This is an optimization exercise on Yosys and OpenROAD, whose aim is small area, a short achievable clock period and few clock cycles per item, not a production implementation.
At most, simulation tests tie the RTL to the original design; equivalence was not proved.
The RTL of runs 1 and 2 was laid out without a check of its function.
Power is estimated from default activity; no workload was simulated.

<file path="design.v">
package isd_pkg;
	localparam logic [7:0] CH_TAB   = 8'h09;
	localparam logic [7:0] CH_LF    = 8'h0A;
	localparam logic [7:0] CH_CR    = 8'h0D;
	localparam logic [7:0] CH_SPACE = 8'h20;
	localparam logic [7:0] CH_STAR  = 8'h2A;
	localparam logic [1:0] REG_MIN_INDENT = 2'd0;
	localparam logic [1:0] REG_MAX_INDENT = 2'd1;
	localparam logic [1:0] REG_MAX_LINES  = 2'd2;
	localparam logic [7:0]  MIN_INDENT_RST = 8'd2;
	localparam logic [7:0]  MAX_INDENT_RST = 8'd8;
	localparam logic [15:0] MAX_LINES_RST  = 16'd500;
	localparam logic [1:0] STYLE_UNKNOWN = 2'd0;
	localparam logic [1:0] STYLE_TABS    = 2'd1;
	localparam logic [1:0] STYLE_SPACES  = 2'd2;
	localparam logic [2:0] K_NONE  = 3'd0;   
	localparam logic [2:0] K_SPACE = 3'd1;
	localparam logic [2:0] K_TAB   = 3'd2;
	localparam logic [2:0] K_STAR  = 3'd3;
	localparam logic [2:0] K_TEXT  = 3'd4;   
	localparam logic [2:0] K_CRLF  = 3'd5;   
	typedef struct packed {
		logic       eol;
		logic [2:0] kind;
	} isd_word_t;
endpackage
module indent_style_detector_core (
	input  logic        clk,
	input  logic        arst_n,
	input  logic        in_valid,
	output logic        in_ready,
	input  logic [7:0]  text_byte,
	input  logic        has_byte,
	input  logic        end_of_line,
	output logic        out_valid,
	input  logic        out_ready,
	output logic        keep_going,
	output logic [1:0]  tab_style,
	output logic [7:0]  indent_size,
	output logic [31:0] lines_seen,
	input  logic        cfg_we,
	input  logic [1:0]  cfg_index,
	input  logic [15:0] cfg_data
);
	function automatic logic [15:0] sat_inc(input logic [15:0] v);
		sat_inc = (&v) ? v : v + 16'd1;
	endfunction
	logic [7:0]  min_indent_q;
	logic [7:0]  max_indent_q;
	logic [15:0] max_lines_q;
	logic [7:0]  in_range;    
	always_ff @(posedge clk or negedge arst_n) begin
		if (!arst_n) begin
			min_indent_q <= isd_pkg::MIN_INDENT_RST;
			max_indent_q <= isd_pkg::MAX_INDENT_RST;
			max_lines_q  <= isd_pkg::MAX_LINES_RST;
		end else if (cfg_we) begin
			case (cfg_index)
				isd_pkg::REG_MIN_INDENT: min_indent_q <= cfg_data[7:0];
				isd_pkg::REG_MAX_INDENT: max_indent_q <= cfg_data[7:0];
				isd_pkg::REG_MAX_LINES:  max_lines_q  <= cfg_data;
				default: ;
			endcase
		end
	end
	logic [8:0] win_span;    
	assign win_span = {1'b0, max_indent_q} - {1'b0, min_indent_q};
	always_comb begin
		for (int i = 0; i < 8; i++) begin
			in_range[i] = !win_span[8] && ((win_span[7:3] != 5'd0) || (win_span[2:0] >= 3'(i)));
		end
	end
	logic       rc_busy_q;
	logic [3:0] rc_idx_q;
	logic       rc_fin;
	assign rc_fin = rc_busy_q && rc_idx_q == 4'd9;
	logic out_valid_q;
	logic out_free;    
	logic s2_go;       
	logic s2_fire;
	assign out_free = !out_valid_q || out_ready;
	assign s2_go    = pend_q && !rc_busy_q;
	assign s2_fire  = s2_go && out_free;
	isd_pkg::isd_word_t in_word;
	isd_pkg::isd_word_t w0_q, w1_q;
	logic w0_v_q, w1_v_q;
	logic in_ready_q;
	logic acc, cons;
	logic w0_v_d, w1_v_d;
	always_comb begin
		in_word.eol = end_of_line;
		if (!has_byte) begin
			in_word.kind = isd_pkg::K_NONE;
		end else begin
			case (text_byte)
				isd_pkg::CH_SPACE: in_word.kind = isd_pkg::K_SPACE;
				isd_pkg::CH_TAB:   in_word.kind = isd_pkg::K_TAB;
				isd_pkg::CH_STAR:  in_word.kind = isd_pkg::K_STAR;
				isd_pkg::CH_CR,
				isd_pkg::CH_LF:    in_word.kind = isd_pkg::K_CRLF;
				default:           in_word.kind = isd_pkg::K_TEXT;
			endcase
		end
	end
	logic        pend_q;    
	logic        clr_q;     
	logic        run_q, tab_q, skip_q, cont_q, spnz_q;
	logic [15:0] sp_q;
	logic        run_b, tab_b, skip_b, cont_b, spnz_b;
	logic [15:0] sp_b;
	logic        run_d, tab_d, skip_d, cont_d, spnz_d;
	logic [15:0] sp_d;
	assign acc  = in_valid && in_ready_q;
	assign cons = w0_v_q && (!pend_q || s2_fire);
	always_comb begin
		if (cons) begin
			w0_v_d = w1_v_q || acc;
			w1_v_d = w1_v_q && acc;
		end else begin
			w0_v_d = w0_v_q || acc;
			w1_v_d = w1_v_q || (w0_v_q && acc);
		end
	end
	always_ff @(posedge clk or negedge arst_n) begin
		if (!arst_n) begin
			w0_v_q     <= 1'b0;
			w1_v_q     <= 1'b0;
			in_ready_q <= 1'b1;
		end else begin
			w0_v_q     <= w0_v_d;
			w1_v_q     <= w1_v_d;
			in_ready_q <= !(w0_v_d && w1_v_d);
		end
	end
	always_ff @(posedge clk) begin
		if (cons ? (w1_v_q || acc) : (!w0_v_q && acc)) begin
			w0_q <= (cons && w1_v_q) ? w1_q : in_word;
		end
		if (acc && (cons ? w1_v_q : w0_v_q)) begin
			w1_q <= in_word;
		end
	end
	assign in_ready = in_ready_q;
	always_comb begin
		run_b  = clr_q || run_q;
		tab_b  = !clr_q && tab_q;
		skip_b = !clr_q && skip_q;
		cont_b = !clr_q && cont_q;
		spnz_b = !clr_q && spnz_q;
		sp_b   = clr_q ? 16'd0 : sp_q;
		run_d  = run_b;
		tab_d  = tab_b;
		skip_d = skip_b;
		cont_d = cont_b || (w0_q.kind != isd_pkg::K_NONE && w0_q.kind != isd_pkg::K_CRLF);
		spnz_d = spnz_b;
		sp_d   = sp_b;
		if (run_b) begin
			if (w0_q.kind == isd_pkg::K_TAB) begin
				tab_d = 1'b1;
				if (spnz_b) begin
					skip_d = 1'b1;
					run_d  = 1'b0;
				end
			end
			if (w0_q.kind == isd_pkg::K_SPACE) begin
				sp_d   = sat_inc(sp_b);
				spnz_d = 1'b1;
				if (tab_b) begin
					skip_d = 1'b1;
					run_d  = 1'b0;
				end
			end
			if (w0_q.kind == isd_pkg::K_STAR) begin
				skip_d = 1'b1;
				run_d  = 1'b0;
			end
			if (w0_q.kind == isd_pkg::K_TEXT || w0_q.kind == isd_pkg::K_CRLF) begin
				run_d = 1'b0;
			end
		end
	end
	always_ff @(posedge clk or negedge arst_n) begin
		if (!arst_n) begin
			pend_q <= 1'b0;
			clr_q  <= 1'b1;
		end else begin
			if (cons) begin
				pend_q <= w0_q.eol;
				clr_q  <= w0_q.eol;
			end else if (s2_fire) begin
				pend_q <= 1'b0;
			end
		end
	end
	always_ff @(posedge clk) begin
		if (cons) begin
			run_q  <= run_d;
			tab_q  <= tab_d;
			skip_q <= skip_d;
			cont_q <= cont_d;
			spnz_q <= spnz_d;
			sp_q   <= sp_d;
		end
	end
	logic [15:0] prev_q;
	logic [2:0]  bin;
	logic        hit;
	logic        s3_v_q, s3_tabl_q, s3_spl_q, s3_hit_q;
	logic [2:0]  s3_bin_q;
	logic [16:0] d_up;
	logic        s2b_v_q, s2b_neg_q, s2b_hiz_q, s2b_hio_q, s2b_cls_q, s2b_tabl_q, s2b_spl_q;
	logic [7:0]  s2b_dlo_q;
	assign d_up = {1'b0, sp_q} - {1'b0, prev_q};
	always_ff @(posedge clk or negedge arst_n) begin
		if (!arst_n) begin
			prev_q  <= 16'd0;
			s2b_v_q <= 1'b0;
		end else if (out_free) begin
			s2b_v_q <= s2_go;
			if (s2_go && !skip_q && !tab_q && cont_q) begin
				prev_q <= sp_q;
			end
		end
	end
	always_ff @(posedge clk) begin
		if (s2_fire) begin
			s2b_neg_q  <= d_up[16];
			s2b_hiz_q  <= d_up[15:8] == 8'd0;
			s2b_hio_q  <= d_up[15:8] == 8'hFF;
			s2b_dlo_q  <= d_up[7:0];
			s2b_cls_q  <= !skip_q && !tab_q && cont_q;
			s2b_tabl_q <= !skip_q && tab_q;
			s2b_spl_q  <= !skip_q && !tab_q && spnz_q;
		end
	end
	logic [8:0]  e_up;
	logic [9:0]  e_dn;
	logic        win_up, win_dn;
	logic        s2b_fire;
	assign s2b_fire = out_free && s2b_v_q;
	always_comb begin
		e_up   = {1'b0, s2b_dlo_q} - {1'b0, min_indent_q};
		e_dn   = {2'b0, ~s2b_dlo_q} + 10'd1 - {2'b0, min_indent_q};
		win_up = s2b_hiz_q && !e_up[8] && (e_up[7:3] == 5'd0) && in_range[e_up[2:0]];
		win_dn = s2b_hio_q && (e_dn[9:3] == 7'd0) && in_range[e_dn[2:0]];
		bin    = s2b_neg_q ? e_dn[2:0] : e_up[2:0];
		hit    = s2b_cls_q && (s2b_neg_q ? win_dn : win_up);
	end
	always_ff @(posedge clk or negedge arst_n) begin
		if (!arst_n) begin
			s3_v_q <= 1'b0;
		end else if (out_free) begin
			s3_v_q <= s2b_v_q;
		end
	end
	always_ff @(posedge clk) begin
		if (s2b_fire) begin
			s3_tabl_q <= s2b_tabl_q;
			s3_spl_q  <= s2b_spl_q;
			s3_hit_q  <= hit;
			s3_bin_q  <= bin;
		end
	end
	logic [15:0] hist_q [8];
	logic [7:0]  hist_v_q;
	logic [2:0]  rd_idx;
	logic [15:0] rd_val;
	logic [15:0] bump_val;
	logic [15:0] rd_q;
	logic        s4_v_q, s4_tabl_q, s4_spl_q, s4_hit_q;
	logic [2:0]  s4_bin_q;
	logic        rcb_v_q;        
	logic [2:0]  rcb_idx_q;
	logic        s3_fire, s4_fire;
	assign s3_fire  = out_free && s3_v_q;
	assign s4_fire  = out_free && s4_v_q;
	assign rd_idx   = rc_busy_q ? rc_idx_q[2:0] : s3_bin_q;
	assign bump_val = sat_inc(rd_q);
	assign rd_val   = (s4_fire && s4_hit_q && s4_bin_q == rd_idx) ? bump_val
		: hist_v_q[rd_idx] ? hist_q[rd_idx] : 16'd0;
	always_ff @(posedge clk or negedge arst_n) begin
		if (!arst_n) begin
			s4_v_q  <= 1'b0;
			rcb_v_q <= 1'b0;
		end else begin
			if (out_free) begin
				s4_v_q <= s3_v_q;
			end
			rcb_v_q <= !cfg_we && rc_busy_q && !rc_idx_q[3];
		end
	end
	always_ff @(posedge clk) begin
		if (s3_fire || rc_busy_q) begin
			rd_q <= rd_val;
		end
		if (s3_fire) begin
			s4_tabl_q <= s3_tabl_q;
			s4_spl_q  <= s3_spl_q;
			s4_hit_q  <= s3_hit_q;
			s4_bin_q  <= s3_bin_q;
		end
		rcb_idx_q <= rc_idx_q[2:0];
	end
	always_ff @(posedge clk) begin
		if (s4_fire && s4_hit_q) begin
			hist_q[s4_bin_q] <= bump_val;
		end
	end
	logic [15:0] line_total_q, tab_total_q, space_total_q;
	logic [12:0] th_floor_q;    
	logic [3:0]  th_rem_q;      
	logic [15:0] max_q;         
	logic [2:0]  max_idx_q;     
	logic        qual_q;        
	logic        th_inc, th_sat, fl_inc;
	logic [12:0] floor_inc;
	logic        max_inc, idx_take;
	logic [15:0] line_nx, tab_inc, space_inc;
	logic [15:0] max_m1;
	logic [7:0]  ind_bin, ind_cur;
	logic [1:0]  style_nx;
	logic        qual_nx;
	logic [2:0]  idx_nx;
	logic        rc_take;
	logic        keep_going_q;
	logic [1:0]  tab_style_q;
	logic [7:0]  indent_size_q;
	assign th_inc    = s4_tabl_q || s4_hit_q;
	assign th_sat    = (th_floor_q == 13'd6553) && (th_rem_q == 4'd5);
	assign fl_inc    = th_inc && !th_sat && (th_rem_q == 4'd9);
	assign floor_inc = th_floor_q + 13'd1;
	assign max_m1    = max_q - 16'd1;
	assign max_inc   = s4_hit_q && (rd_q == max_q) && !(&max_q);
	assign idx_take  = max_inc || (s4_hit_q && (rd_q == max_m1) && (s4_bin_q < max_idx_q));
	assign idx_nx    = idx_take ? s4_bin_q : max_idx_q;
	assign ind_bin   = min_indent_q + {5'd0, s4_bin_q};
	assign ind_cur   = min_indent_q + {5'd0, max_idx_q};
	assign line_nx   = sat_inc(line_total_q);
	assign tab_inc   = sat_inc(tab_total_q);
	assign space_inc = sat_inc(space_total_q);
	always_comb begin
		qual_nx = qual_q;
		if (max_inc && !fl_inc) begin
			qual_nx = qual_q || (max_q == {3'd0, th_floor_q});
		end else if (!max_inc && fl_inc) begin
			qual_nx = qual_q && (max_q != {3'd0, floor_inc});
		end
	end
	always_comb begin
		style_nx = tab_style_q;
		if (s4_tabl_q && !(&tab_total_q)) begin
			if (tab_style_q == isd_pkg::STYLE_SPACES) begin
				style_nx = (tab_inc == space_total_q) ? isd_pkg::STYLE_UNKNOWN : isd_pkg::STYLE_SPACES;
			end else begin
				style_nx = isd_pkg::STYLE_TABS;
			end
		end else if (s4_spl_q && !(&space_total_q)) begin
			if (tab_style_q == isd_pkg::STYLE_TABS) begin
				style_nx = (space_inc == tab_total_q) ? isd_pkg::STYLE_UNKNOWN : isd_pkg::STYLE_TABS;
			end else begin
				style_nx = isd_pkg::STYLE_SPACES;
			end
		end
	end
	assign rc_take = rcb_v_q && in_range[rcb_idx_q] && (rd_q > max_q);
	always_ff @(posedge clk or negedge arst_n) begin
		if (!arst_n) begin
			line_total_q  <= 16'd0;
			tab_total_q   <= 16'd0;
			space_total_q <= 16'd0;
			th_floor_q    <= 13'd0;
			th_rem_q      <= 4'd0;
			hist_v_q      <= 8'd0;
			max_q         <= 16'd0;
			qual_q        <= 1'b0;
			keep_going_q  <= 1'b1;
			tab_style_q   <= isd_pkg::STYLE_UNKNOWN;
			rc_busy_q     <= 1'b0;
			rc_idx_q      <= 4'd0;
		end else if (cfg_we) begin
			rc_busy_q <= 1'b1;
			rc_idx_q  <= 4'd0;
			max_q     <= 16'd0;
		end else if (rc_busy_q) begin
			rc_idx_q <= rc_idx_q + 4'd1;
			if (rc_take) begin
				max_q <= rd_q;
			end
			if (rc_fin) begin
				rc_busy_q     <= 1'b0;
				qual_q        <= max_q > {3'd0, th_floor_q};
				keep_going_q  <= line_total_q < max_lines_q;
			end
		end else if (s4_fire) begin
			line_total_q  <= line_nx;
			if (s4_tabl_q) begin
				tab_total_q <= tab_inc;
			end
			if (s4_spl_q) begin
				space_total_q <= space_inc;
			end
			if (th_inc && !th_sat) begin
				if (th_rem_q == 4'd9) begin
					th_rem_q   <= 4'd0;
					th_floor_q <= floor_inc;
				end else begin
					th_rem_q <= th_rem_q + 4'd1;
				end
			end
			if (s4_hit_q) begin
				hist_v_q[s4_bin_q] <= 1'b1;
			end
			if (max_inc) begin
				max_q <= max_q + 16'd1;
			end
			qual_q        <= qual_nx;
			keep_going_q  <= keep_going_q && (line_nx != max_lines_q);
			tab_style_q   <= style_nx;
		end
	end
	always_ff @(posedge clk) begin
		if (!cfg_we && rc_busy_q) begin
			if (rc_take) begin
				max_idx_q <= rcb_idx_q;
			end
			if (rc_fin) begin
				indent_size_q <= (max_q > {3'd0, th_floor_q}) ? ind_cur : 8'd0;
			end
		end else if (!cfg_we && s4_fire) begin
			max_idx_q     <= idx_nx;
			indent_size_q <= !qual_nx ? 8'd0 : idx_take ? ind_bin : ind_cur;
		end
	end
	always_ff @(posedge clk or negedge arst_n) begin
		if (!arst_n) begin
			out_valid_q <= 1'b0;
		end else if (out_free) begin
			out_valid_q <= s4_v_q;
		end
	end
	assign out_valid   = out_valid_q;
	assign keep_going  = keep_going_q;
	assign tab_style   = tab_style_q;
	assign indent_size = indent_size_q;
	assign lines_seen  = {16'd0, line_total_q};
endmodule
</file>
<file path="constraint.sdc">
create_clock -name core_clock -period 8.0 [get_ports {clk}]
set_input_delay 1.6000 -clock core_clock [delete_from_list [all_inputs] [get_ports {clk}]]
set_output_delay 1.6000 -clock core_clock [all_outputs]
set_load 0.01 [all_outputs]
</file>
<file path="config.mk">
export PLATFORM = sky130hd
export DESIGN_NAME = indent_style_detector_core
export DESIGN_NICKNAME = indent_style_detector_core
export VERILOG_FILES = /design/flow/design.v
export SDC_FILE = /design/flow/constraint.sdc
export NUM_CORES = 4
export LEC_CHECK = 0
export ABC_AREA = 1
export CAP_MARGIN = 20
export CORE_MARGIN = 2
export CORE_UTILIZATION = 55
export PLACE_DENSITY = 0.7
export SETUP_SLACK_MARGIN = 5.0
export SLEW_MARGIN = 20
</file>
<file path="run.sh">
#!/bin/bash
# synth_recipe.tcl (not shown) runs the flow's synth.tcl, then flattens the netlist and writes it again
# the make line also repeats each setting of config.mk as NAME=value (left out here)
make -C /OpenROAD-flow-scripts/flow DESIGN_CONFIG=/design/flow/config.mk WORK_HOME=/design/flow/orfs CLKGATE_MAP_FILE= SYNTH_SCRIPT=/design/flow/synth_recipe.tcl finish
</file>
==> key figures, run 1 <==
Cells and area
  – Fill cell count: 3445
  – Post-layout util: 63.28%
  – Multi-input gate area: 10850 sq um
  – Share of cells above drive strength 1: 8.316%
  – Register area: 10300 sq um
  – P&R area growth vs syn: 14.26%
  – Layout Nets: 2959
  – Antenna cells: 0

Floorplanning
  – I/O pins: 78
  – Die height: 206.1 um
  – Die Width: 206.1 um
  – Row cnt: 74
  – Die area: 42470 sq um
  – Initial Utilization: 55.38%
  – Core area: 40550 sq um

Logic synthesis
  – Post-synthesis register bit count: 369
  – Sequential area share after synthesis: 45.79%
  – Warnings from Yosys: 1
  – Post-synth ARST share: 42.28%
  – Synth area leaders: edfxtp_1, dfrtp_1, nand2_1
  – Mapped cell area: 22460 sq um
  – Commonest register cell after synthesis: edfxtp_1
  – Top cells by count, synth: nand2_1, inv_1, nor2_1
  – Most common cell in the netlist: nand2_1
  – Post-Syn Instances: 2724
  – Synth area leader: edfxtp_1
  – Post-synth top area share: 28.08%
  – Post-synthesis average cell area: 8.245 sq um
  – Post-synth EDFFs: 210
  – Synth cell types: 64

Global routing
  – Initial antenna violation count: 0
  – First-pass GRT wire length: 90.37 mm
  – Gr usage total: 26.61%
  – Total gr overflow: 0
  – Largest net degree at the start of global routing: 84
  – Vias in the first global route: 17803

Detailed routing
  – DRT met1 WL: 25.08 mm
  – Met2 wire len: 25.60 mm
  – Highest metal used: met4
  – Detail Route Antenna Nets: 0
  – Remaining DRCs: 0
  – Routed met3 length: 3.822 mm
  – Vias per inst: 5.586
  – Routed vias: 18824
  – Detailed Routing Iterations Pass 1: 6
  – Initial DRC count: 1857
  – Drt total wl: 56.12 mm
  – WL per Instance: 16.65 um

Critical path
  – CP startpoint kind: register
  – Reg2Reg Setup Slack: 5.10 ns
  – Worst setup path endpoint: keep_going
  – Worst-path fanout max: 2
  – Levels on crit path: 1
  – CP endpoint kind: primary output
  – CP arrival: 1.35 ns
  – Critical Path Start: keep_going_q
  – Worst R2R End: s3_hit_q
  – Slowest stage delay, CP: 0.52 ns
  – Worst Reg2Reg Path Length in Cells: 14
  – Critical path cell sequence: dlygate4sd2_1
  – Slowest CP cell: dfstp_2
  – Cell family with most CP delay: flip-flops
  – CP Class: register to primary output
  – Buffer and inverter count on the worst path: 1
  – Reg2reg start: min_indent_q[1]
  – Crit path required time: 6.40 ns

Job
  – Max cap viols: 0

Pwr
  – Pwr Density: 232.4 nW/um^2
  – Design Power: 5.965 mW
  – Leakage: 11.24 nW
  – Worst vdd ir: 0.0001488 V

Timing
  – Final hold violations: 0
  – F_max: 339.1 MHz
  – RSZ-0062 raised after global routing: false
  – Tmin final: 2.949 ns
  – Worst slew pin tran: 1.018 ns
  – Setup violations, final: 0
  – Final Skew: 0.01724 ns
  – Setup WS post-layout: 5.051 ns
  – Setup TNS: 0 ns
  – Final worst path period share: 36.86%
  – Slew Viols, Final: 0
  – Slew headroom: 31.44%

Clock network
  – Clock latency on the worst-skew pair: 0.56 ns
  – TritonCTS Sinks: 369
  – Total clock buffers created by CTS: 41
  – CTS tree: yes
  – Longest Clk Path Bufs: 3
  – CTS Hold Bufs: 0
  – Clk slew on worst S/H paths: 0.06 ns
  – H-tree depth: 2
  – CTS root buffer: clkbuf_16

Place
  – Gp weighted congestion: 0.9334
  – Dpl hpwl: 38.32 mm
  – Port bufs: 61
  – Pre-CTS setup slack: 2.718 ns

Hold path
  – Worst Hold Class: register to register
  – Hold path startpoint: s3_spl_q

Run status
  – Run status: complete, no violations
-- placed cells by master, fill, tap and decap left out, drive strengths merged, types with 9 or more instances in the layout --
cell	count
nor3	43
inv	322
dfrtp	145
ha	114
clkinv	10
o22ai	12
xor2	116
o21ai	224
xnor2	20
nor2	312
clkbuf	60
buf	48
dfstp	11
nand3	171
o221ai	19
nand2	661
edfxtp	210
a21oi	98
dlygate4sd2	29
nor4	9
clkdlybuf4s50	29
nand4	40
conb	16
o31ai	9
-- layer usage --
| layer | GRT usage, % | vias to the layer above |
|---|---|---|
| li1 | - | 9220 |
| met1 | 37.17 | 8818 |
| met2 | 42.44 | 661 |
| met3 | 4.163 | 125 |
| met4 | 8.903 | 0 |
| met5 | 0 | - |
-- worst reg2reg max path, delay by kind of cell (launching register included) --
| family | cells | cell delay (ns) |
|---|---|---|
| and+or+nand+nor | 7 | 0.93 |
| adders and majority gates | 3 | 0.79 |
| DFF | 1 | 0.58 |
| AOI/OAI and AO/OA | 3 | 0.37 |
| buffers and inverters | 1 | 0.07 |
-- worst min-delay path by stage --
stage	end	slack, ns	depth (start not counted)
2_1_floorplan	s3_spl_q	0.40	0
3_3_place_gp	s3_tabl_q	0.40	0
3_5_place_dp	s4_spl_q	0.41	0
4_1_cts	s4_spl_q	0.42	0
5_1_grt	s3_tabl_q	0.43	0
6_report	s4_spl_q	0.42	0
-- power by group --
group	leakage [nW]	internal [mW]	switching [mW]	total, mW
registers	3.83	2.24	0.188	2.43
logic	6.70	0.546	0.968	1.51
clock network	0.712	1.25	0.770	2.02
total	11.2	4.04	1.93	5.96
-- layout make-up --
class	count	share of cell area [%]
multi-input combinational	1956	42.28
sequential	369	40.16
inverter	324	4.846
clock buffer	60	4.754
timing repair buffer	109	4.339
tap	532	2.594
clock inverter	16	0.9215
timing repair inverter	4	0.1121
-- cell families after synthesis --
kind of cell    synth area share [%]
fa+ha+maj                      6.975
xor+xnor                       5.304
other cells                  0.01670
simple gates                   23.36
buf+inv                        7.604
compound gates                 10.95
flops                          45.79
-- flip-flops by register name, indices dropped and copies added, names as in the netlist, 16 cells and up --
register	count
hist_q	128
line_total_q	16
max_lines_q	16
max_q	16
prev_q	16
rd_q	16
sp_q	16
space_total_q	16
tab_total_q	16
-- metrics by stage --
step / hold slack [ns] / area (sq um) / cells
global route: 0.4256 / 25660 / 3370
finish: 0.4186 / 25660 / 3370
detailed placement: 0.4071 / 23440 / 3250
global placement: 0.4005 / 23440 / 3250
floorplan: 0.4003 / 22570 / 2739
CTS: 0.4208 / 25390 / 3361
-- repair_timing --
| action | in CTS | in global routing |
|---|---|---|
| endpoints found under the setup margin | 289 | 167 |
| pin swaps | 8 | 6 |
| gates resized for setup | 85 | 57 |
| setup buffers | 28 | 7 |
| cloned | 7 | 1 |
| hold endpoints to repair | 0 | 0 |
==> inputs of run 2 (changes only) <==
--- a/config.mk
+++ b/config.mk
@@ -6,9 +6,9 @@
 export NUM_CORES = 4
 export LEC_CHECK = 0
-export ABC_AREA = 1
+export ABC_CLOCK_PERIOD_IN_PS = 3000
 export CAP_MARGIN = 20
 export CORE_MARGIN = 2
-export CORE_UTILIZATION = 55
-export PLACE_DENSITY = 0.7
-export SETUP_SLACK_MARGIN = 5.0
+export CORE_UTILIZATION = 40
+export PLACE_DENSITY = 0.6
+export SETUP_SLACK_MARGIN = 4.5
 export SLEW_MARGIN = 20
==> key figures, run 2 <==
Global routing
  – Vias in the first global route: 15619
  – Total gr overflow: 0
  – Largest net degree at the start of global routing: 106
  – Initial antenna violation count: 0
  – First-pass GRT wire length: 85.24 mm
  – Gr usage total: 18.81%

Logic synthesis
  – Post-Synth Simple-Gate Area: 14.95%
  – Post-synthesis register bit count: 369
  – Synth cell types: 90
  – Most common cell in the netlist: edfxtp_1
  – Sequential area share after synthesis: 47.07%
  – Warnings from Yosys: 1
  – Post-synth ARST share: 42.28%
  – Synth Area in Compound Gates: 10.87%
  – Synth Area in XOR/XNOR: 7.416%
  – Post-Syn Instances: 2022
  – Synth area leaders: edfxtp_1, dfrtp_1, ha_1
  – Post-Synth Adder-Cell Area: 7.307%
  – Post-synth EDFFs: 210
  – Mux share of post-synthesis cell area: 8.137%
  – Commonest register cell after synthesis: edfxtp_1
  – Top cells by count, synth: edfxtp_1, nand2_1, dfrtp_1
  – Synth area leader: edfxtp_1
  – Post-synthesis average cell area: 10.81 sq um
  – Post-synth top area share: 28.86%
  – Largest family of logic cells by synthesized area: simple AND/OR/NAND/NOR gates
  – Mapped cell area: 21850 sq um

Floorplanning
  – I/O pins: 78
  – Die height: 237.7 um
  – Die Width: 237.7 um
  – Row cnt: 85
  – Core area: 53920 sq um
  – Initial Utilization: 40.52%
  – Die area: 56510 sq um

Cells and area
  – Post-layout util: 46.74%
  – Largest register FFs: 128
  – Most frequent cells in the layout: edfxtp_1, nand2_1, dfrtp_1, nor2_1, xnor2_1
  – Share of cells above drive strength 1: 15.05%
  – Post-Layout Cell Count: 2836
  – Register with the most flip-flops: hist_q
  – P&R area growth vs syn: 15.35%
  – Finished Cell Area: 25200 sq um
  – Antenna cells: 0
  – Fill cell count: 4864
  – Commonest non-fill, non-tap cell in the layout: edfxtp_1
  – Layout Nets: 2260

Timing
  – Slew Viols, Final: 0
  – Setup violations, final: 0
  – Slew headroom: 36.59%
  – Final worst path period share: 43.03%
  – Worst slew pin tran: 0.9425 ns
  – Setup TNS: 0 ns
  – RSZ-0062 raised after global routing: true
  – Tmin final: 3.442 ns
  – Final hold violations: 0
  – F_max: 290.5 MHz
  – Setup WS post-layout: 4.558 ns
  – Fin Hold WS: 0.4191 ns
  – Final Skew: 0.03743 ns

Pwr
  – Net switching power: 1.169 mW
  – Clock power share: 43.1%
  – Leakage: 9.707 nW
  – Design Power: 4.658 mW
  – Combinational share of power: 11.3%
  – Sequential share of power: 45.7%
  – Switching share of total power: 25.10%
  – Pwr Density: 184.8 nW/um^2
  – Worst vdd ir: 0.0001338 V
  – P_int: 3.489 mW

Critical path
  – Worst Reg2Reg Path Length in Cells: 10
  – CP startpoint kind: register
  – Worst R2R End: indent_size_q[2]
  – Buffer and inverter count on the worst path: 1
  – CP endpoint kind: register
  – Reg2Reg Setup Slack: 4.56 ns
  – Crit path required time: 8.33 ns
  – Reg2reg start: max_q[0]
  – Critical path cell sequence: ha_4 > nand3_2 > or4_4 > or3_4 > o211a_4 > o41a_1 > o21a_1 > buf_4 > a21bo_2 > a22o_2
  – Cell family with most CP delay: compound AO/OA/AOI/OAI gates
  – CP Class: register to register
  – Worst-path fanout max: 5
  – CP arrival: 3.77 ns
  – Slowest stage delay, CP: 0.48 ns
  – Slowest CP cell: o41a_1

Hold path
  – Worst Hold Class: register to register
  – Hold Path Stages: 0
  – Hold path startpoint: s2b_spl_q
  – Hold path endpoint: s3_spl_q

Run status
  – Run status: complete, no violations

Place
  – Placed Cells: 2717
  – Gp weighted congestion: 0.8882
  – Port bufs: 61
  – Pre-CTS setup slack: 2.890 ns
  – Dpl hpwl: 37.01 mm
  – DP Area: 23100 sq um

Detailed routing
  – Drt total wl: 53.00 mm
  – Initial DRC count: 1096
  – Routed vias: 15794
  – Remaining DRCs: 0
  – Vias per inst: 5.569
  – Detailed Routing Iterations Pass 1: 6
  – WL per Instance: 18.69 um
  – Detail Route Antenna Nets: 0

Clock network
  – TritonCTS Sinks: 369
  – CTS tree: yes
  – CTS Hold Bufs: 0
  – Clock latency on the worst-skew pair: 0.59 ns
  – H-tree depth: 2
  – CTS root buffer: clkbuf_16
  – Clk slew on worst S/H paths: 0.06 ns
  – Total clock buffers created by CTS: 42
  – Longest Clk Path Bufs: 3

Job
  – Max cap viols: 0
-- run 2: changes by cell type in the layout (fill, tap and decap cells not counted), sizes merged, moves of 50 or more --
cell	before	now
nor2	312	132
mux2	0	57
xnor2	20	119
nand2	661	154
o21ai	224	79
xor2	116	66
inv	322	113
nand3	171	86
-- run 2: kinds of logic after synthesis --
kind of cell,Yosys count
and+or+nand+nor,646
adders and majority gates,124
muxes,128
buffers and inverters,209
DFF,369
other,1
AOI/OAI and AO/OA,360
xor gates and xnor gates,185
-- run 2: worst max-delay path by stage --
stage	cells past startpoint	slack, ns	start	end
2_1_floorplan	7	4.53	out_ready	rd_q[14]
5_1_grt	10	4.39	cfg_we	th_floor_q[9]
3_3_place_gp	10	2.98	cfg_we	th_floor_q[9]
4_1_cts	10	4.42	cfg_we	th_floor_q[9]
3_5_place_dp	10	2.89	cfg_we	th_floor_q[9]
6_report	10	4.56	max_q[0]	indent_size_q[2]
-- run 2: layout make-up --
class,instances,area (sq um),area share (%)
well taps,696,870.8,3.455
clock buffers,58,1152,4.572
clock inverters,20,292.8,1.162
repair buffers,118,1075,4.264
inverters,115,445.4,1.767
flip-flops and latches,369,10300,40.87
multi-input cells,1460,11070,43.91
-- run 2: what timing repair did --
action | 4_1_cts | 5_1_grt
pin swaps | 5 | 18
gates resized for setup | 43 | 33
endpoints found under the setup margin | 90 | 67
gates cloned | 1 | 0
buffers inserted | 12 | 28
-- run 2: metal layers --
layer	vias up	wire length, um	global-route usage [%]
li1	7548	-	-
met1	7737	23500	25.05
met5	-	0	0
met4	0	1646	6.880
met2	405	25060	30.77
met3	104	2786	3.310
-- run 2: power groups by stage --
stage / logic (mW) / clock network, mW / registers [mW]
after floorplan: 0.382 / 0 / 2.13
after global placement: 0.487 / 0 / 2.16
after detailed placement: 0.501 / 0 / 2.17
after CTS: 0.510 / 2.06 / 2.13
after global routing: 0.593 / 2.13 / 2.13
final: 0.524 / 2.01 / 2.13
==> inputs of run 3 (changes only) <==
--- a/design.v
+++ b/design.v
@@ -317,5 +317,4 @@
 	logic        max_inc, idx_take;
 	logic [15:0] line_nx, tab_inc, space_inc;
-	logic [15:0] max_m1;
 	logic [7:0]  ind_bin, ind_cur;
 	logic [1:0]  style_nx;
@@ -330,7 +329,6 @@
 	assign fl_inc    = th_inc && !th_sat && (th_rem_q == 4'd9);
 	assign floor_inc = th_floor_q + 13'd1;
-	assign max_m1    = max_q - 16'd1;
 	assign max_inc   = s4_hit_q && (rd_q == max_q) && !(&max_q);
-	assign idx_take  = max_inc || (s4_hit_q && (rd_q == max_m1) && (s4_bin_q < max_idx_q));
+	assign idx_take  = max_inc || (s4_hit_q && (bump_val == max_q) && (s4_bin_q < max_idx_q));
 	assign idx_nx    = idx_take ? s4_bin_q : max_idx_q;
 	assign ind_bin   = min_indent_q + {5'd0, s4_bin_q};
--- a/config.mk
+++ b/config.mk
@@ -6,9 +6,9 @@
 export NUM_CORES = 4
 export LEC_CHECK = 0
-export ABC_CLOCK_PERIOD_IN_PS = 3000
+export ABC_AREA = 1
 export CAP_MARGIN = 20
 export CORE_MARGIN = 2
-export CORE_UTILIZATION = 40
-export PLACE_DENSITY = 0.6
-export SETUP_SLACK_MARGIN = 4.5
+export CORE_UTILIZATION = 55
+export PLACE_DENSITY = 0.7
+export SETUP_SLACK_MARGIN = 4.7
 export SLEW_MARGIN = 20
==> key figures, run 3 <==
Clock network
  – CTS Hold Bufs: 0
  – Clk slew on worst S/H paths: 0.06 ns
  – CTS root buffer: clkbuf_16
  – TritonCTS Sinks: 369
  – Total clock buffers created by CTS: 41
  – Clock latency on the worst-skew pair: 0.57 ns
  – CTS tree: yes
  – H-tree depth: 2
  – Longest Clk Path Bufs: 3

Floorplanning
  – Die area: 42490 sq um
  – Die Width: 206.1 um
  – Initial Utilization: 55.41%
  – Die height: 206.1 um
  – Row cnt: 74
  – Core area: 40550 sq um
  – I/O pins: 78

Critical path
  – Cell family with most CP delay: buffers and inverters
  – Worst-path fanout max: 6
  – Slowest CP cell: clkdlybuf4s50_1
  – Reg2Reg Setup Slack: 4.83 ns
  – CP Class: register to primary output
  – Critical Path Start: line_total_q[9]
  – CP arrival: 1.64 ns
  – Crit path required time: 6.40 ns
  – CP endpoint kind: primary output
  – Critical path cell sequence: clkdlybuf4s50_1
  – Slowest stage delay, CP: 0.59 ns
  – Buffer and inverter count on the worst path: 1
  – CP startpoint kind: register
  – Reg2reg start: max_q[7]

Pwr
  – Leakage: 11.10 nW
  – P_int: 3.757 mW
  – Switching share of total power: 33.73%
  – Combinational share of power: 25.5%
  – Sequential share of power: 42.3%
  – Pwr Density: 225.7 nW/um^2
  – Worst vdd ir: 0.0001710 V
  – Clock power share: 32.2%
  – Net switching power: 1.912 mW

Logic synthesis
  – Synth area leaders: edfxtp_1, dfrtp_1, nand2_1
  – Post-Syn Instances: 2735
  – Warnings from Yosys: 1
  – Post-Synth Simple-Gate Area: 24.67%
  – Post-synth EDFFs: 210
  – Mux share of post-synthesis cell area: 0%
  – Post-synthesis register bit count: 369
  – Synth cell types: 65
  – Most common cell in the netlist: nand2_1
  – Sequential area share after synthesis: 45.77%
  – Synth Area in XOR/XNOR: 4.171%
  – Post-Synth Adder-Cell Area: 6.916%
  – Mapped cell area: 22470 sq um
  – Top cells by count, synth: nand2_1, inv_1, nor2_1
  – Synth area leader: edfxtp_1
  – Post-synthesis average cell area: 8.216 sq um
  – Post-synth top area share: 28.06%
  – Synth Area in Compound Gates: 10.89%
  – Commonest register cell after synthesis: edfxtp_1
  – Largest family of logic cells by synthesized area: simple AND/OR/NAND/NOR gates
  – Post-synth ARST share: 42.28%

Cells and area
  – Antenna cells: 0
  – Post-layout util: 61.92%
  – Largest register FFs: 128
  – Commonest non-fill, non-tap cell in the layout: nand2_1
  – Register with the most flip-flops: hist_q
  – Layout Nets: 2959
  – Finished Cell Area: 25110 sq um
  – P&R area growth vs syn: 11.74%
  – Most frequent cells in the layout: nand2_1, inv_1, nor2_1, o21ai_0, edfxtp_1
  – Share of cells above drive strength 1: 7.045%

Timing
  – Slew headroom: 29.32%
  – Setup violations, final: 0
  – Fin Hold WS: 0.4237 ns
  – Final hold violations: 0
  – Worst slew pin tran: 1.059 ns
  – Setup TNS: 0 ns
  – Final worst path period share: 40.45%
  – Slew Viols, Final: 0
  – Setup WS post-layout: 4.764 ns
  – F_max: 309.0 MHz
  – Final Skew: 0.01674 ns
  – RSZ-0062 raised after global routing: true
  – Tmin final: 3.236 ns

Hold path
  – Worst Hold Class: register to register
  – Hold path startpoint: s2b_spl_q

Run status
  – Run status: complete, no violations

Detailed routing
  – Detail Route Antenna Nets: 0
  – Drt total wl: 58.56 mm
  – WL per Instance: 17.37 um
  – Vias per inst: 5.645
  – Routed vias: 19029
  – Remaining DRCs: 0
  – Initial DRC count: 1534
  – Detailed Routing Iterations Pass 1: 6

Global routing
  – Gr usage total: 27.65%
  – First-pass GRT wire length: 92.98 mm
  – Vias in the first global route: 17884
  – Largest net degree at the start of global routing: 95
  – Initial antenna violation count: 0
  – Total gr overflow: 0

Place
  – Pre-CTS setup slack: 3.184 ns
  – Dpl hpwl: 41.02 mm
  – DP Area: 23490 sq um
  – Port bufs: 61
  – Gp weighted congestion: 0.9422

Job
  – Max cap viols: 0
run 3: changes by cell type in the layout (fill, tap and decap cells not counted), sizes merged, moves of 25 or more:
cell	change
nand2	+523
inv	+223
nor2	+174
o21ai	+144
nand3	+100
xnor2	-99
mux2	-57
mux2i	-37
mux4	-34
buf	-26
nor2b	-25
run 3: cell type report:
type                            count  area (sq um)
Fill cell                        3591         15440
Multi-Input combinational cell   1965         10690
Sequential cell                   369         10290
Inverter                          336          1282
Clock buffer                       48          1052
Timing Repair Buffer               92         888.4
Tap cell                          532         665.6
Clock inverter                     28         230.2
Timing Repair inverter              1         5.005
run 3: logic make-up after synthesis:
family | count (synthesis)
adders and majority gates | 120
other | 1
xor gates and xnor gates | 107
buffers and inverters | 420
and+or+nand+nor | 1293
DFF | 369
AOI/OAI and AO/OA | 425
run 3: repair_timing:
action | 4_1_cts | 5_1_grt
buffers inserted | 8 | 8
gates cloned | 3 | 3
pin swaps | 5 | 3
resized for setup | 21 | 23
setup endpoints to repair | 132 | 89
run 3: final timing paths:
check                                  endpoint  depth (start not counted)
worst max register to register         max_q[4]                         11
max in group asynchronous       tab_total_q[10]                          2
worst min register to register         s3_spl_q                          0
worst max-delay path              lines_seen[9]                          1
worst min-delay path                   s3_spl_q                          0
min in group asynchronous        th_floor_q[10]                          1
run 3: per-stage QoR:
step | power [mW] | std cells
floorplan | 3.439 | 2750
CTS | 5.669 | 3360
global route | 5.996 | 3371
finish | 5.668 | 3371
global placement | 3.789 | 3273
detailed placement | 3.830 | 3273
run 3: power groups by stage:
stage          clock (mW)  combinational, mW  sequential (mW)
2_1_floorplan           0               1.07             2.36
3_3_place_gp            0               1.37             2.42
3_5_place_dp            0               1.40             2.43
4_1_cts              1.86               1.42             2.39
5_1_grt              1.94               1.65             2.41
6_report             1.83               1.45             2.40
run 3: routing by layer:
layer | share of wire (%) | track usage, % | routed length (um) | up-vias
li1 | - | - | - | 9272
met5 | 0 | 0 | 0 | -
met1 | 45 | 38.93 | 26180 | 9001
met2 | 46 | 44.95 | 27090 | 656
met3 | 6.6 | 3.942 | 3877 | 100
met4 | 2.4 | 7.296 | 1413 | 0
Testbench counts of run 3, summed over its fixed seeds: cycles 171,851, lines 9,600.
==> inputs of run 4 (changes only) <==
==> flow/run.sh (new file) <==
#!/bin/bash
set -euo pipefail
sed 's/SETUP_SLACK_MARGIN=[0-9.]*/SETUP_SLACK_MARGIN=5.4/' standard.sh > standard_margin.sh
bash standard_margin.sh > standard.log 2>&1
==> standard.sh (new file) <==
#!/bin/bash
# synth_recipe.tcl (not shown) runs the flow's synth.tcl, then flattens the netlist and writes it again
# the make line also repeats each setting of config.mk as NAME=value (left out here)
make -C /OpenROAD-flow-scripts/flow DESIGN_CONFIG=/design/flow/config.mk WORK_HOME=/design/flow/orfs CLKGATE_MAP_FILE= SYNTH_SCRIPT=/design/flow/synth_recipe.tcl "${@:-finish}"
--- a/config.mk
+++ b/config.mk
@@ -11,4 +11,4 @@
 export CORE_UTILIZATION = 55
 export PLACE_DENSITY = 0.7
-export SETUP_SLACK_MARGIN = 4.7
+export SETUP_SLACK_MARGIN = 5.0
 export SLEW_MARGIN = 20
removed: run.sh
==> key figures, run 4 <==
Place
  – Gp weighted congestion: 0.9306
  – Pre-CTS setup slack: 3.236 ns
  – Dpl hpwl: 40.75 mm
  – Port bufs: 61

Clock network
  – Total clock buffers created by CTS: 43
  – TritonCTS Sinks: 369
  – CTS root buffer: clkbuf_16
  – Clk slew on worst S/H paths: 0.06 ns
  – Clock latency on the worst-skew pair: 0.59 ns
  – CTS Hold Bufs: 0
  – CTS tree: yes
  – Longest Clk Path Bufs: 3
  – H-tree depth: 2

Floorplanning
  – Row cnt: 74
  – I/O pins: 78
  – Die area: 42490 sq um
  – Die height: 206.1 um
  – Core area: 40550 sq um
  – Initial Utilization: 55.41%
  – Die Width: 206.1 um

Cells and area
  – Register with the most flip-flops: hist_q
  – Multi-input gate area: 11940 sq um
  – Largest register FFs: 128
  – Post-layout util: 69.18%
  – Antenna cells: 0
  – Commonest non-fill, non-tap cell in the layout: nand2_1
  – Most frequent cells in the layout: nand2_1, inv_1, nor2_1, edfxtp_1, o21ai_0
  – Layout Nets: 3127
  – Share of cells above drive strength 1: 20.95%
  – Register area: 10320 sq um
  – Fill cell count: 3127
  – P&R area growth vs syn: 24.86%

Pwr
  – Leakage: 12.24 nW
  – Design Power: 6.039 mW
  – Worst vdd ir: 0.0001928 V
  – P_int: 3.986 mW
  – Switching share of total power: 34.00%
  – Net switching power: 2.053 mW
  – Combinational share of power: 28.5%
  – Sequential share of power: 39.3%
  – Pwr Density: 215.3 nW/um^2
  – Clock power share: 32.2%

Critical path
  – Slowest CP cell: dfstp_2
  – CP startpoint kind: register
  – Reg2reg start: rd_q[1]
  – Crit path required time: 6.40 ns
  – Reg2Reg Setup Slack: 5.24 ns
  – Worst R2R End: indent_size_q[1]
  – CP Class: register to primary output
  – Cell family with most CP delay: flip-flops
  – Buffer and inverter count on the worst path: 1
  – Levels on crit path: 1
  – Slowest stage delay, CP: 0.55 ns
  – Worst-path fanout max: 2
  – CP endpoint kind: primary output
  – Critical path cell sequence: buf_6
  – CP arrival: 1.22 ns
  – Worst Reg2Reg Path Length in Cells: 17

Timing
  – Fin Hold WS: 0.4248 ns
  – Final hold violations: 0
  – Tmin final: 2.821 ns
  – Setup TNS: 0 ns
  – Slew headroom: 52.41%
  – Setup violations, final: 0
  – Final Skew: 0.02787 ns
  – Slew Viols, Final: 0
  – Worst slew pin tran: 0.7139 ns
  – Setup WS post-layout: 5.179 ns
  – Final worst path period share: 35.26%
  – F_max: 354.5 MHz
  – RSZ-0062 raised after global routing: true

Hold path
  – Hold path endpoint: s4_hit_q
  – Worst Hold Class: register to register
  – Hold path startpoint: s3_hit_q
  – Hold Path Stages: 0

Logic synthesis
  – Synth cell types: 65
  – Post-synth ARST share: 42.28%
  – Post-synth top area share: 28.06%
  – Synth area leader: edfxtp_1
  – Sequential area share after synthesis: 45.77%
  – Mapped cell area: 22470 sq um
  – Post-Syn Instances: 2735
  – Post-synthesis average cell area: 8.216 sq um
  – Synth Area in XOR/XNOR: 4.171%
  – Synth area leaders: edfxtp_1, dfrtp_1, nand2_1
  – Most common cell in the netlist: nand2_1
  – Post-Synth Adder-Cell Area: 6.916%
  – Largest family of logic cells by synthesized area: simple AND/OR/NAND/NOR gates
  – Synth Area in Compound Gates: 10.89%
  – Post-Synth Simple-Gate Area: 24.67%
  – Post-synth EDFFs: 210
  – Top cells by count, synth: nand2_1, inv_1, nor2_1
  – Post-synthesis register bit count: 369
  – Warnings from Yosys: 1
  – Mux share of post-synthesis cell area: 0%
  – Commonest register cell after synthesis: edfxtp_1

Detailed routing
  – WL per Instance: 18.25 um
  – Drt total wl: 64.59 mm
  – Detailed Routing Iterations Pass 1: 5
  – Routed vias: 20279
  – Remaining DRCs: 0
  – Initial DRC count: 1924
  – Detail Route Antenna Nets: 0
  – Vias per inst: 5.730

Global routing
  – Vias in the first global route: 18821
  – First-pass GRT wire length: 98.23 mm
  – Largest net degree at the start of global routing: 65
  – Gr usage total: 29.31%
  – Total gr overflow: 0
  – Initial antenna violation count: 0

Job
  – Max cap viols: 0

Run status
  – Run status: complete, no violations
## run 4: worst max path at each step
stage / start / end / slack, ns
after floorplan: out_ready / cont_q / 4.94
after global placement: cfg_we / tab_style_q[1] / 3.30
after detailed placement: cfg_we / tab_style_q[1] / 3.24
after CTS: tab_total_q[0] / tab_style_q[1] / 5.08
after global routing: rd_q[1] / indent_size_q[1] / 5.11
final: keep_going_q / keep_going / 5.18
## run 4: cell type report
class | instances | area share [%]
clock buffers | 51 | 4.161
repair inverters | 2 | 0.04905
clock inverters | 27 | 0.8116
repair buffers | 252 | 8.531
flip-flops and latches | 369 | 36.80
inverters | 336 | 4.718
well taps | 532 | 2.372
multi-input cells | 1970 | 42.56
## run 4: repair_timing
| action | 4_1_cts | 5_1_grt |
|---|---|---|
| pin swaps | 38 | 101 |
| buffers inserted | 91 | 90 |
| gates cloned | 11 | 3 |
| resized for setup | 255 | 205 |
| endpoints found under the setup margin | 408 | 168 |
## run 4: per-stage QoR
| stage | cell area (sq um) | std cells |
|---|---|---|
| after detailed placement | 23740 | 3266 |
| after CTS | 26470 | 3446 |
| after global routing | 28060 | 3539 |
| final | 28060 | 3539 |
| after floorplan | 23010 | 2750 |
| after global placement | 23740 | 3266 |
## run 4: cells by family after synthesis
kind of cell,after synthesis
flip-flops,369
adder cells (fa/ha/maj),120
XOR/XNOR,107
AND/OR/NAND/NOR,1293
buffers and inverters,420
other,1
AO/OA/AOI/OAI,425
## run 4: power groups by stage
stage / clock (mW) / combinational [mW] / sequential, mW
4_1_cts: 1.97 / 1.55 / 2.37
2_1_floorplan: 0 / 1.10 / 2.36
6_report: 1.95 / 1.72 / 2.37
3_3_place_gp: 0 / 1.39 / 2.42
5_1_grt: 2.06 / 1.92 / 2.39
3_5_place_dp: 0 / 1.42 / 2.43
## run 4: routing by layer
layer  up-vias  track usage [%]  wire (um)
met1      9586            39.97      26750
met5         -                0          0
met3       215            4.494       4755
met2       835            48.56      30720
li1       9643                -          -
met4         0            8.520       2361
==> inputs of run 5 (changes only) <==
==> run.sh (new file) <==
#!/bin/bash
# synth_recipe.tcl (not shown) runs the flow's synth.tcl, then flattens the netlist and writes it again
# the make line also repeats each setting of config.mk as NAME=value (left out here)
make -C /OpenROAD-flow-scripts/flow DESIGN_CONFIG=/design/flow/config.mk WORK_HOME=/design/flow/orfs CLKGATE_MAP_FILE= SYNTH_SCRIPT=/design/flow/synth_recipe.tcl finish
removed: flow/run.sh
removed: standard.sh
==> key figures, run 5 <==
Timing
  – Setup violations, final: 0
  – Slew headroom: 40.62%
  – Worst slew pin tran: 0.8908 ns
  – Final hold violations: 0
  – F_max: 338.1 MHz
  – Fin Hold WS: 0.4092 ns
  – Final Skew: 0.02155 ns
  – Setup WS post-layout: 5.042 ns
  – Final worst path period share: 36.98%
  – RSZ-0062 raised after global routing: true
  – Slew Viols, Final: 0
  – Setup TNS: 0 ns
  – Tmin final: 2.958 ns

Global routing
  – First-pass GRT wire length: 93.35 mm
  – Initial antenna violation count: 0
  – Gr usage total: 27.71%
  – Total gr overflow: 0
  – Vias in the first global route: 18165
  – Largest net degree at the start of global routing: 83

Logic synthesis
  – Synth area leaders: edfxtp_1, dfrtp_1, nand2_1
  – Top cells by count, synth: nand2_1, inv_1, nor2_1
  – Synth cell types: 65
  – Commonest register cell after synthesis: edfxtp_1
  – Mapped cell area: 22470 sq um
  – Warnings from Yosys: 1
  – Synth area leader: edfxtp_1
  – Post-synth EDFFs: 210
  – Post-Syn Instances: 2735
  – Post-synthesis average cell area: 8.216 sq um
  – Most common cell in the netlist: nand2_1
  – Sequential area share after synthesis: 45.77%
  – Post-synth top area share: 28.06%
  – Post-synth ARST share: 42.28%
  – Post-synthesis register bit count: 369

Cells and area
  – Multi-input gate area: 10810 sq um
  – Register area: 10310 sq um
  – Post-layout util: 63.66%
  – P&R area growth vs syn: 14.88%
  – Finished Cell Area: 25810 sq um
  – Commonest non-fill, non-tap cell in the layout: nand2_1
  – Register with the most flip-flops: hist_q
  – Antenna cells: 0
  – Fill cell count: 3488
  – Share of cells above drive strength 1: 9.639%
  – Most frequent cells in the layout: nand2_1, inv_1, nor2_1, o21ai_0, edfxtp_1
  – Largest register FFs: 128
  – Layout Nets: 3005
  – Post-Layout Cell Count: 3416

Pwr
  – Design Power: 5.913 mW
  – Leakage: 11.48 nW
  – Pwr Density: 229.0 nW/um^2
  – Worst vdd ir: 0.0002090 V

Detailed routing
  – Routed vias: 19289
  – Initial DRC count: 1773
  – Detailed Routing Iterations Pass 1: 5
  – Remaining DRCs: 0
  – Vias per inst: 5.647
  – Detail Route Antenna Nets: 0
  – Drt total wl: 59.15 mm
  – WL per Instance: 17.31 um

Clock network
  – Clk slew on worst S/H paths: 0.06 ns
  – Longest Clk Path Bufs: 3
  – Total clock buffers created by CTS: 40
  – Clock latency on the worst-skew pair: 0.58 ns
  – H-tree depth: 2
  – TritonCTS Sinks: 369
  – CTS root buffer: clkbuf_16
  – CTS Hold Bufs: 0
  – CTS tree: yes

Critical path
  – Slowest stage delay, CP: 0.55 ns
  – CP arrival: 1.36 ns
  – CP endpoint kind: primary output
  – Critical path cell sequence: clkdlybuf4s15_2
  – Cell family with most CP delay: flip-flops
  – CP startpoint kind: register
  – Worst-path fanout max: 3
  – Slowest CP cell: dfstp_2
  – CP Class: register to primary output
  – Buffer and inverter count on the worst path: 1
  – Crit path required time: 6.40 ns
  – Reg2reg start: rc_idx_q[1]
  – Critical Path Start: keep_going_q

Place
  – Placed Cells: 3275
  – Port bufs: 61
  – DP Area: 23530 sq um
  – Pre-CTS setup slack: 3.394 ns
  – Dpl hpwl: 40.94 mm
  – Gp weighted congestion: 0.9349

Hold path
  – Worst Hold Class: register to register
  – Hold path startpoint: s3_tabl_q

Floorplanning
  – Core area: 40550 sq um
  – I/O pins: 78
  – Initial Utilization: 55.41%
  – Row cnt: 74
  – Die height: 206.1 um
  – Die area: 42490 sq um
  – Die Width: 206.1 um

Run status
  – Run status: complete, no violations

Job
  – Max cap viols: 0
run 5: cell counts after synthesis:
Identical to the previous run, type by type.
run 5: cell families (layout without fill, tap and decap cells):
group | after synthesis | in the layout | share of synthesized area, %
other cells | 1 | 16 | 0.01669
xor+xnor | 107 | 107 | 4.171
buf+inv | 420 | 549 | 7.578
simple gates | 1293 | 1298 | 24.67
flops | 369 | 369 | 45.77
fa+ha+maj | 120 | 120 | 6.916
compound gates | 425 | 425 | 10.89
run 5: worst paths after layout:
check | end | slack [ns] | cells after the start
worst max register to register | rd_q[15] | 5.13 | 9
max in group asynchronous | rc_busy_q | 5.65 | 2
worst min register to register | s4_tabl_q | 0.41 | 0
min in group asynchronous | max_q[2] | 1.08 | 1
worst max-delay path | keep_going | 5.04 | 1
worst min-delay path | s4_tabl_q | 0.41 | 0
run 5: report_power, final:
group	internal [mW]	switching, mW	total, mW	leakage [nW]
Sequential	2.23	0.151	2.38	3.85
Combinational	0.525	0.986	1.51	6.95
Clock	1.21	0.808	2.02	0.682
run 5: what timing repair did:
action	in CTS	in global routing
pin swaps	6	9
resized for setup	85	32
endpoints found under the setup margin	226	97
cloned	7	2
buffers inserted	27	31
run 5: layer usage:
layer  share of wire (%)  routed length, um  vias up  GRT usage, %
li1                    -                  -     9381             -
met3                 6.1               3616      102         3.690
met2                  47              27610      648         45.72
met1                  45              26380     9158         38.09
met5                   0                  0        -             0
met4                 2.6               1539        0         8.622
run 5: final cells by class:
cell class                      count  area share [%]
Clock buffer                       48           4.076
Timing Repair inverter              2         0.03877
Multi-Input combinational cell   1966           41.88
Sequential cell                   369           39.92
Clock inverter                     26           1.430
Inverter                          336           5.050
Tap cell                          532           2.579
Timing Repair Buffer              137           5.021
==> inputs of run 6 (changes only) <==
==> flow/run.sh (new file) <==
#!/bin/bash
# The standard layout (standard.sh, unchanged synthesis and steps) with three
# tool settings changed: port buffers use the plain buf cell family, CTS adds no
# dummy loads, and the setup repair aims further below the period.
# The clock period and I/O constraints are untouched.
set -euo pipefail
sed -e 's/SETUP_SLACK_MARGIN=[0-9.]*/SETUP_SLACK_MARGIN=5.4 "BUFFER_PORTS_ARGS=-buffer_cell sky130_fd_sc_hd__buf_2" "CTS_ARGS=-sink_clustering_enable -repair_clock_nets -dont_use_dummy_load"/' standard.sh > standard_tuned.sh
bash standard_tuned.sh > standard.log 2>&1
==> standard.sh (new file) <==
#!/bin/bash
# synth_recipe.tcl (not shown) runs the flow's synth.tcl, then flattens the netlist and writes it again
# the make line also repeats each setting of config.mk as NAME=value (left out here)
make -C /OpenROAD-flow-scripts/flow DESIGN_CONFIG=/design/flow/config.mk WORK_HOME=/design/flow/orfs CLKGATE_MAP_FILE= SYNTH_SCRIPT=/design/flow/synth_recipe.tcl "${@:-finish}"
removed: run.sh
==> key figures, run 6 <==
Critical path
  – Crit path required time: 6.40 ns
  – CP Class: register to primary output
  – Reg2reg start: rd_q[1]
  – Cell family with most CP delay: flip-flops
  – Buffer and inverter count on the worst path: 1
  – Worst Reg2Reg Path Length in Cells: 16
  – Slowest stage delay, CP: 0.54 ns
  – CP endpoint kind: primary output
  – Worst-path fanout max: 2
  – CP arrival: 1.20 ns
  – Worst R2R End: indent_size_q[7]
  – Critical path cell sequence: buf_6
  – Levels on crit path: 1
  – CP startpoint kind: register
  – Reg2Reg Setup Slack: 5.24 ns
  – Slowest CP cell: dfstp_2

Place
  – Gp weighted congestion: 0.9359
  – Port bufs: 61
  – Dpl hpwl: 40.82 mm

Pwr
  – Net switching power: 1.955 mW
  – Clock power share: 28.5%
  – P_int: 3.773 mW
  – Sequential share of power: 41.5%
  – Switching share of total power: 34.13%
  – Leakage: 11.79 nW
  – Combinational share of power: 30.0%
  – Worst vdd ir: 0.0001799 V
  – Design Power: 5.728 mW
  – Pwr Density: 211.3 nW/um^2

Detailed routing
  – Initial DRC count: 1440
  – Remaining DRCs: 0
  – WL per Instance: 17.98 um
  – Vias per inst: 5.729
  – Detail Route Antenna Nets: 0
  – Detailed Routing Iterations Pass 1: 6
  – Drt total wl: 62.29 mm
  – Routed vias: 19844

Logic synthesis
  – Post-synthesis average cell area: 8.216 sq um
  – Commonest register cell after synthesis: edfxtp_1
  – Post-Syn Instances: 2735
  – Most common cell in the netlist: nand2_1
  – Post-synthesis register bit count: 369
  – Sequential area share after synthesis: 45.77%
  – Mapped cell area: 22470 sq um
  – Synth area leader: edfxtp_1
  – Synth cell types: 65
  – Top cells by count, synth: nand2_1, inv_1, nor2_1
  – Post-synth top area share: 28.06%
  – Warnings from Yosys: 1
  – Post-synth ARST share: 42.28%
  – Synth area leaders: edfxtp_1, dfrtp_1, nand2_1
  – Post-synth EDFFs: 210

Hold path
  – Hold Path Stages: 0
  – Hold path endpoint: s4_tabl_q
  – Hold path startpoint: s3_tabl_q
  – Worst Hold Class: register to register

Clock network
  – CTS Hold Bufs: 0
  – CTS tree: yes
  – Clk slew on worst S/H paths: 0.06 ns
  – TritonCTS Sinks: 369
  – Total clock buffers created by CTS: 42
  – Clock latency on the worst-skew pair: 0.57 ns
  – H-tree depth: 2
  – CTS root buffer: clkbuf_16
  – Longest Clk Path Bufs: 3

Cells and area
  – P&R area growth vs syn: 20.65%
  – Commonest non-fill, non-tap cell in the layout: nand2_1
  – Largest register FFs: 128
  – Layout Nets: 3087
  – Fill cell count: 3224
  – Share of cells above drive strength 1: 20.33%
  – Antenna cells: 0
  – Register with the most flip-flops: hist_q
  – Most frequent cells in the layout: nand2_1, inv_1, nor2_1, edfxtp_1, o21ai_0

Floorplanning
  – Die height: 206.1 um
  – Core area: 40550 sq um
  – Die Width: 206.1 um
  – Die area: 42490 sq um
  – Initial Utilization: 55.41%
  – Row cnt: 74
  – I/O pins: 78

Timing
  – Worst slew pin tran: 0.9022 ns
  – Final hold violations: 0
  – Slew headroom: 39.85%
  – Slew Viols, Final: 0
  – RSZ-0062 raised after global routing: true
  – Final worst path period share: 34.99%
  – F_max: 357.3 MHz
  – Tmin final: 2.799 ns
  – Setup TNS: 0 ns
  – Final Skew: 0.02889 ns
  – Setup violations, final: 0

Global routing
  – Initial antenna violation count: 0
  – Total gr overflow: 0
  – Vias in the first global route: 18303
  – Gr usage total: 28.21%
  – First-pass GRT wire length: 94.85 mm
  – Largest net degree at the start of global routing: 96

Run status
  – Run status: complete, no violations

Job
  – Max cap viols: 0
## run 6: what timing repair did
item / 4_1_cts / 5_1_grt
buffers inserted: 80 / 65
resized for setup: 123 / 209
gates cloned: 8 / 6
endpoints found under the setup margin: 414 / 130
pin swaps: 27 / 80
## run 6: cells by family after synthesis
kind of cell	after synthesis	synth area share [%]
fa+ha+maj	120	6.916
buf+inv	420	7.578
simple gates	1293	24.67
xor+xnor	107	4.171
other cells	1	0.01669
compound gates	425	10.89
flops	369	45.77
## run 6: worst max-delay path by stage
stage | slack (ns) | end | startpoint
final | 5.20 | in_ready | in_ready_q
after detailed placement | 3.78 | tab_style_q[1] | cfg_we
after global routing | 5.09 | max_q[7] | max_q[10]
after global placement | 3.85 | tab_style_q[1] | cfg_we
after floorplan | 4.94 | cont_q | out_ready
after CTS | 5.17 | in_ready | in_ready_q
## run 6: power by group through the flow
| stage | clock (mW) | sequential [mW] | combinational, mW |
|---|---|---|---|
| floorplan | 0 | 2.36 | 1.10 |
| global placement | 0 | 2.42 | 1.37 |
| detailed placement | 0 | 2.43 | 1.40 |
| CTS | 1.66 | 2.37 | 1.53 |
| global route | 1.73 | 2.39 | 1.92 |
| finish | 1.63 | 2.38 | 1.72 |
## run 6: through the flow
step	std cells	util [%]	setup slack, ns	hold slack [ns]	area [sq um]
floorplan	2750	-	4.944	0.4003	23010
global placement	3263	57.73	3.847	0.4030	23410
detailed placement	3263	57.73	3.783	0.4099	23410
CTS	3393	63.42	5.173	0.4225	25720
global route	3464	66.85	5.092	0.4242	27110
finish	3464	66.85	5.201	0.4216	27110
## run 6: routing by layer
layer	vias up	wire (um)	part of all wire, %	track usage, %
met5	-	0	0	0
met4	0	1849	3.0	8.903
met3	134	4233	6.8	3.832
met2	756	30100	48	47.14
met1	9452	26100	42	38.19
li1	9502	-	-	-
## run 6: cell type report
type,instances,area (sq um),share of cell area (%)
Sequential cell,369,10320,38.08
Timing Repair inverter,3,18.77,0.06923
Tap cell,532,665.6,2.455
Inverter,336,1319,4.864
Clock buffer,42,1051,3.877
Multi-Input combinational cell,1970,11880,43.83
Timing Repair Buffer,212,1851,6.826
==> inputs of run 7 (changes only) <==
==> flow/run.sh (replaced) <==
#!/bin/bash
# The standard layout (standard.sh, unchanged synthesis and steps) with three
# tool settings changed: port buffers use the plain buf cell family, CTS adds no
# dummy loads, and the setup margin stays at 5.0.
# The clock period and I/O constraints are untouched.
set -euo pipefail
sed -e 's/SETUP_SLACK_MARGIN=[0-9.]*/SETUP_SLACK_MARGIN=5.0 "BUFFER_PORTS_ARGS=-buffer_cell sky130_fd_sc_hd__buf_2" "CTS_ARGS=-sink_clustering_enable -repair_clock_nets -dont_use_dummy_load"/' standard.sh > standard_tuned.sh
bash standard_tuned.sh > standard.log 2>&1
==> key figures, run 7 <==
Pwr
  – Leakage: 11.06 nW
  – Worst vdd ir: 0.0002060 V
  – Pwr Density: 220.8 nW/um^2

Place
  – Placed Cells: 3275
  – Port bufs: 61
  – Dpl hpwl: 40.51 mm
  – Gp weighted congestion: 0.9530

Logic synthesis
  – Post-Syn Instances: 2735
  – Warnings from Yosys: 1
  – Post-synth ARST share: 42.28%
  – Sequential area share after synthesis: 45.77%
  – Most common cell in the netlist: nand2_1
  – Synth area leader: edfxtp_1
  – Commonest register cell after synthesis: edfxtp_1
  – Synth cell types: 65
  – Top cells by count, synth: nand2_1, inv_1, nor2_1
  – Post-synth top area share: 28.06%
  – Post-synthesis register bit count: 369
  – Synth area leaders: edfxtp_1, dfrtp_1, nand2_1
  – Mapped cell area: 22470 sq um
  – Post-synthesis average cell area: 8.216 sq um
  – Post-synth EDFFs: 210

Clock network
  – H-tree depth: 2
  – Clk slew on worst S/H paths: 0.06 ns
  – Longest Clk Path Bufs: 3
  – Clock latency on the worst-skew pair: 0.58 ns
  – TritonCTS Sinks: 369
  – Total clock buffers created by CTS: 42
  – CTS Hold Bufs: 0
  – CTS root buffer: clkbuf_16
  – CTS tree: yes

Floorplanning
  – Die Width: 206.1 um
  – Die area: 42490 sq um
  – Initial Utilization: 55.41%
  – I/O pins: 78
  – Core area: 40550 sq um
  – Die height: 206.1 um
  – Row cnt: 74

Critical path
  – CP Class: primary input to register
  – Crit path required time: 8.32 ns
  – CP arrival: 3.21 ns
  – CP startpoint kind: primary input
  – CP endpoint kind: register
  – Worst-path fanout max: 19

Cells and area
  – Post-layout util: 61.12%
  – Post-Layout Cell Count: 3349
  – Commonest non-fill, non-tap cell in the layout: nand2_1
  – P&R area growth vs syn: 10.30%
  – Most frequent cells in the layout: nand2_1, inv_1, nor2_1, o21ai_0, edfxtp_1
  – Antenna cells: 0
  – Register with the most flip-flops: hist_q
  – Layout Nets: 2972
  – Largest register FFs: 128
  – Share of cells above drive strength 1: 9.301%

Detailed routing
  – Vias per inst: 5.658
  – Detail Route Antenna Nets: 0
  – Drt total wl: 57.39 mm
  – Initial DRC count: 1572
  – Routed vias: 18947
  – Detailed Routing Iterations Pass 1: 6
  – Remaining DRCs: 0
  – WL per Instance: 17.14 um

Timing
  – Slew headroom: 37.85%
  – RSZ-0062 raised after global routing: false
  – Setup TNS: 0 ns
  – Worst slew pin tran: 0.9323 ns
  – Tmin final: 2.888 ns
  – Setup violations, final: 0
  – Slew Viols, Final: 0
  – Final hold violations: 0
  – F_max: 346.3 MHz
  – Final worst path period share: 36.10%
  – Final Skew: 0.04548 ns

Global routing
  – Gr usage total: 27.37%
  – Vias in the first global route: 17907
  – Initial antenna violation count: 0
  – Total gr overflow: 0
  – First-pass GRT wire length: 92.40 mm
  – Largest net degree at the start of global routing: 92

Job
  – Max cap viols: 0

Hold path
  – Worst Hold Class: register to register

Run status
  – Run status: complete, no violations
-- run 7: cells by family (layout without fill, tap and decap cells) --
group / Yosys count / count (layout) / synth area share (%)
xor gates and xnor gates: 107 / 107 / 4.171
and+or+nand+nor: 1293 / 1295 / 24.67
DFF: 369 / 369 / 45.77
buffers and inverters: 420 / 485 / 7.578
adders and majority gates: 120 / 120 / 6.916
other: 1 / 16 / 0.01669
AOI/OAI and AO/OA: 425 / 425 / 10.89
-- run 7: final timing paths --
path                                start      endpoint  slack (ns)  cells after the start
max in group asynchronous          arst_n     rc_busy_q        5.59                      2
worst min-delay path             s3_spl_q      s4_spl_q        0.42                      0
worst max-delay path            out_ready      rd_q[15]        5.11                     10
worst max register to register    rd_q[0]  max_idx_q[1]        5.15                     16
worst min register to register   s3_spl_q      s4_spl_q        0.42                      0
min in group asynchronous          arst_n      max_q[0]        1.09                      1
-- run 7: per-layer routing --
metal	vias to the layer above	track usage, %	wire (um)
li1	9281	-	-
met1	8923	38.11	25680
met2	636	44.49	26400
met3	107	4.242	3760
met4	0	7.781	1542
met5	-	0	0
-- run 7: what timing repair did --
action                                  4_1_cts  5_1_grt
resized for setup                            18       44
endpoints found under the setup margin       95       79
buffers inserted                              9       19
pin swaps                                     4        3
cloned                                        4        0
-- run 7: worst max-delay path, cell delays in order --
cell     delay, ns
buf_2         0.13
nor2_4        0.16
nor2_1        0.07
inv_1         0.26
nor3_1        0.09
nand2_1       0.08
buf_4         0.24
inv_1         0.26
a31oi_1       0.25
a31oi_1       0.06
-- run 7: power by group --
group | internal [mW] | leakage, nW | switching (mW)
sequential | 2.23 | 3.87 | 0.152
combinational | 0.503 | 6.67 | 0.963
clock | 0.918 | 0.518 | 0.705
total | 3.65 | 11.1 | 1.82
-- run 7: stage by stage --
step                setup slack [ns]  total power [mW]  hold slack, ns  instance area (sq um)
finish                         5.112             5.472          0.4154                  24790
global route                   4.977             5.799          0.4202                  24790
CTS                            5.003             5.466          0.4178                  24460
detailed placement             3.908             3.812          0.4045                  23230
global placement               3.952             3.767          0.4036                  23230
floorplan                      4.883             3.443          0.4003                  22580
-- run 7: layout make-up --
cell class | count | area [sq um]
inverter | 336 | 1295
timing repair buffer | 105 | 683.2
timing repair inverter | 2 | 10.01
fill | 3555 | 15770
sequential | 369 | 10290
multi-input combinational | 1963 | 10790
clock buffer | 42 | 1051
tap | 532 | 665.6

==> re-timing with driven ports <==
The results above use ideal ports. As a check the final layouts listed here were re-extracted and re-timed, cells and wires unchanged.
Step 1, drivers: a clkbuf_16 drives clk and a buf_2 each remaining input, both assumed.
Step 2, shift: input delay + t, output delay - t, t = (earliest + latest rising clock arrival at the registers) / 2. This alone moves slack from input paths to output paths.
Slacks: ideal ports / drivers / drivers and shift; pairs: ideal ports / drivers.
run | shift t [ns] | slack for setup (ns)
run 1 | 0.610 | 5.051 / 4.996 / 4.578
run 2 | 0.637 | 4.558 / 4.558 / 3.948
run 3 | 0.620 | 4.764 / 4.705 / 4.255
run 4 | 0.636 | 5.179 / 5.121 / 4.743
run 5 | 0.621 | 5.042 / 4.984 / 4.479
run 6 | 0.611 | 5.201 / 5.141 / 4.865
run 7 | 0.611 | 5.112 / 5.072 / 4.539
After both steps every run listed still meets setup and hold.
